Source: an optimization exercise on an open RTL-to-GDS flow (aim: small area). Production flows keep margins and buffers that such runs may drop.
Function was checked by simulation only, so behaviour that the tests miss may differ from the original.
Power is estimated from default activity; no workload was simulated.

== old ==
// fpu_seq
module fpu_seq (
  input  logic        clk,
  input  logic        reset,
  input  logic        Start,
  input  logic [1:0]  FPUOp,
  input  logic [31:0] SrcA,
  input  logic [31:0] SrcB,
  output logic [31:0] Result,
  output logic        Done,
  output logic        Busy,
  output logic [3:0]  FPUFlags
);
Size: ~560 cells after synthesis, roughly 110 I/O pins, ~0.0060 sq mm of cells after synthesis.
export LEC_CHECK = 0
export ABC_AREA = 1
export CAP_MARGIN = 0
export CORE_MARGIN = 2
export CORE_UTILIZATION = 72
export SLEW_MARGIN = 0
create_clock -name core_clock -period 11.0 [get_ports {clk}]
standard.sh (not shown) runs the stock make flow with config.mk's settings and CLKGATE_MAP_FILE= SYNTH_SCRIPT=/design/flow/synth_recipe.tcl, a recipe that flattens the netlist after the stock synthesis.
==> flow/flow/run.sh <==
#!/bin/bash
# The standard layout with two changes:
#  - synthesis maps the logic with an area-oriented ABC script (flow/area.abc);
#    registers are untouched, so they are the standard synthesis's registers;
#  - the port buffers use the smallest buffer cell.
set -euo pipefail
W=$(pwd)
sed "s#^source \$::env(SCRIPTS_DIR)/synth_preamble.tcl#&\nset abc_args [list -script $W/flow/area.abc {*}[lrange \$abc_args 2 end]]#" \
  "$FLOW_HOME/scripts/synth.tcl" > my_synth.tcl
grep -q "flow/area.abc" my_synth.tcl
sed "s#source \$::env(SCRIPTS_DIR)/synth.tcl#source $W/my_synth.tcl#" synth_recipe.tcl > my_synth_recipe.tcl
grep -q "my_synth.tcl" my_synth_recipe.tcl
sed "s#SYNTH_SCRIPT=[^ ]*#SYNTH_SCRIPT=$W/my_synth_recipe.tcl#" standard.sh > my_standard.sh
grep -q "my_synth_recipe.tcl" my_standard.sh
export BUFFER_PORTS_ARGS="-buffer_cell sky130_fd_sc_hd__buf_1"
export CTS_ARGS="-sink_clustering_enable -repair_clock_nets -dont_use_dummy_load"
bash my_standard.sh > standard_flow.log 2>&1
==> flow/flow/area.abc <==
strash
&get -n
&st
&dch
&nf -R 1000
&st
&dch
&nf -R 1000
&put
topo
> inputs changed (old -> new)
--- a/flow/design.v
+++ b/flow/design.v
@@ -50,17 +50,21 @@
   logic w_accZ, w_exNZ;
   assign w_accZ = ~|r_acc;
   assign w_exNZ = |r_ex;
   assign Result   = {r_a[31], r_ex[7:0], r_acc[23:1]};
   assign FPUFlags = {r_a[31], ~|r_ex[7:0], 1'b0, &r_ex[7:0]};
   assign Done     = (r_state == S_DONE);
   assign Busy     = (r_state != S_IDLE);
-  logic        w_ySelB;    
-  logic        w_yEn;      
-  logic        w_sub;
+  logic        r_ySelB;    
+  logic        r_yEn;      
+  logic        r_sub;      
+  logic        w_ySelB, w_yEn, w_sub;
+  assign w_ySelB = r_ySelB;
+  assign w_yEn   = r_yEn;
+  assign w_sub   = r_sub;
   logic [24:0] w_x, w_y;
   logic [25:0] w_sum;
   assign w_x = r_acc[25:1] ^ {25{w_sub}};
   assign w_y = {w_yEn, (w_ySelB ? r_b[22:0] : r_a[22:0]) & {23{w_yEn}}, 1'b0};
   logic [25:0] w_c;
   assign w_c[0] = w_sub;
   for (genvar i = 0; i < 25; i++) begin : g_add
@@ -86,17 +90,14 @@
   logic [1:0] w_accOp;    
   logic       w_accNan;
   logic       w_bShift;
   logic [1:0] w_signOp;   
   assign w_accept = (r_state == S_IDLE) && Start && (FPUOp != 2'b00);
   always_comb begin
     w_next   = r_state;
-    w_ySelB  = 1'b0;
-    w_yEn    = 1'b0;
-    w_sub    = 1'b0;
     w_p      = r_ex;
     w_q      = 10'd0;
     w_cin    = 1'b0;
     w_accOp  = 2'd0;
     w_accNan = 1'b0;
     w_bShift = 1'b0;
     w_signOp = 2'd0;
@@ -122,16 +123,14 @@
       S_A1: begin
         w_accOp = 2'd3;
         w_q    = {2'b11, ~w_eB};
         w_cin  = 1'b1;
         w_next = S_A2;
       end
       S_A2: begin
-        w_ySelB = ~r_swap;
-        w_yEn   = r_swap ? w_hA : w_hB;
         w_accOp = 2'd1;
         w_next  = S_A3;
       end
       S_A3: begin
         w_accOp = 2'd2;
         w_next  = S_AL;
       end
@@ -140,34 +139,31 @@
           w_accOp = 2'd1;
           w_q     = {{9{~r_ex[9]}}, 1'b1};
         end else begin
           w_next  = S_A5;
         end
       end
       S_A5: begin
-        w_ySelB  = r_swap;
-        w_yEn    = r_swap ? w_hB : w_hA;
-        w_sub    = r_a[31] ^ r_b[31];
         w_accOp  = 2'd1;
         w_p      = 10'd0;
         w_q      = r_swap ? {2'b00, w_eB} : {2'b00, w_eA};
         w_signOp = 2'd2;
         w_next   = S_A6;
       end
       S_A6: begin
         w_next = w_redo ? S_A0 : S_NORM;
       end
       S_ML: begin
-        w_yEn    = r_b[0] & w_hA & w_hB;
         w_accOp  = 2'd1;
         w_cin    = 1'b1;
         w_bShift = 1'b1;
         if (&r_ex) w_next = S_M3;
       end
       S_M3: begin
+        if (!(w_hA && w_hB)) w_accOp = 2'd3;    
         w_p    = 10'd0;
         w_q    = {2'b00, w_eA};
         w_next = S_M3B;
       end
       S_M3B: begin
         w_q    = {2'b00, w_eB};
         w_next = S_M4;
@@ -213,29 +209,42 @@
       end
       S_DONE: begin
         w_next = S_IDLE;
       end
       default: w_next = S_IDLE;
     endcase
   end
+  logic w_swapN, w_ySelBN, w_rb0N;
+  always_comb begin
+    w_swapN = r_swap;
+    if (r_state == S_IDLE)    w_swapN = 1'b0;
+    else if (r_state == S_A1) w_swapN = r_swap | w_exSum[9];
+    else if (r_state == S_A6) w_swapN = r_swap ^ w_redo;
+  end
+  assign w_ySelBN = w_swapN ^ (w_next == S_A2);
+  assign w_rb0N   = (r_state == S_IDLE) ? SrcB[0] : (w_bShift ? r_b[1] : r_b[0]);
+  always_ff @(posedge clk) begin
+    r_swap  <= w_swapN;
+    r_ySelB <= w_ySelBN;
+    r_yEn   <= (w_next == S_ML) ? w_rb0N
+             : (((w_next == S_A2) || (w_next == S_A5)) && (w_ySelBN ? w_hB : w_hA));
+    r_sub   <= (w_next == S_A5) && (r_a[31] ^ r_b[31]);
+  end
   always_ff @(posedge clk) begin
     if (!reset) r_state <= S_IDLE;
     else        r_state <= w_next;
   end
   always_ff @(posedge clk) begin
     r_ex <= w_exSum;
     case (w_accOp)
       2'd1:    r_acc <= {w_sum[25] ^ w_sub, w_sum[24:0]};
       2'd2:    r_acc <= {r_acc[24:0], 1'b0};
       2'd3:    r_acc <= {2'b00, w_accNan, 23'd0};
       default: ;
     endcase
-    if (r_state == S_IDLE)    r_swap <= 1'b0;
-    else if (r_state == S_A1) r_swap <= r_swap | w_exSum[9];
-    else if (r_state == S_A6) r_swap <= r_swap ^ w_redo;
     if (r_state == S_IDLE) begin
       r_a <= SrcA;
       r_b <= SrcB;
     end else begin
       if (w_bShift) r_b[22:0] <= {w_hB, r_b[22:1]};
       case (w_signOp)
         2'd1:    r_a[31] <= r_a[31] ^ r_b[31];
==> comparison <==
Cell with the biggest individual delay on the critical path: sky130_fd_sc_hd__edfxtp_1 -> new, sky130_fd_sc_hd__fa_1 -> old
For boundary pin count, old and new come out practically identical.
When new is set beside old, its reg-to-reg setup timing slack turns out to be 0.03 ns larger.
Compared with old, in new net count after synthesis increased about 0.75%; via count dropped 191; detailed placement HPWL shrank by 740 um; number of global-route vias before repair level.
[compare] base=old new=new: final non-filler cell area saw a decrease, total stage count of the critical path saw a decrease, sequential cell fraction of total power saw an increase, clock period minus worst slack saw a decrease.
Of new and old, the run reporting the lower layout-stage area growth over the synthesis result was new.
Against old, new comes in 0.017 ns lower on hold slack.
For the routed wire length, new came in about 5% lower than old did.
On synthesized netlist cell count, the lower figure sits with old, not new.

==> separate check: timing with driven ports <==
The results above use ideal ports. As a check the final layouts listed here were re-extracted and re-timed, cells and wires unchanged.
Step 1 assumes that a clkbuf_16 drives the clock port and a buf_2 every other input.
Step 2 moves the port delays by t, midway between the first and last clock arrival at a register: inputs arrive t later, outputs are due t later. That takes back most of the time a late clock gives input paths.
Slacks: ideal ports / drivers / drivers and shift; pairs: ideal ports / drivers.
| run | t (ns) | setup WS [ns] | worst setup path after step 2 |
|---|---|---|---|
| old | 0.388 | 0.329 / 0.329 / 0.329 | register to register |
| new | 0.386 | 0.363 / 0.363 / 0.363 | register to register |
After both steps setup and hold are still met in every run listed.
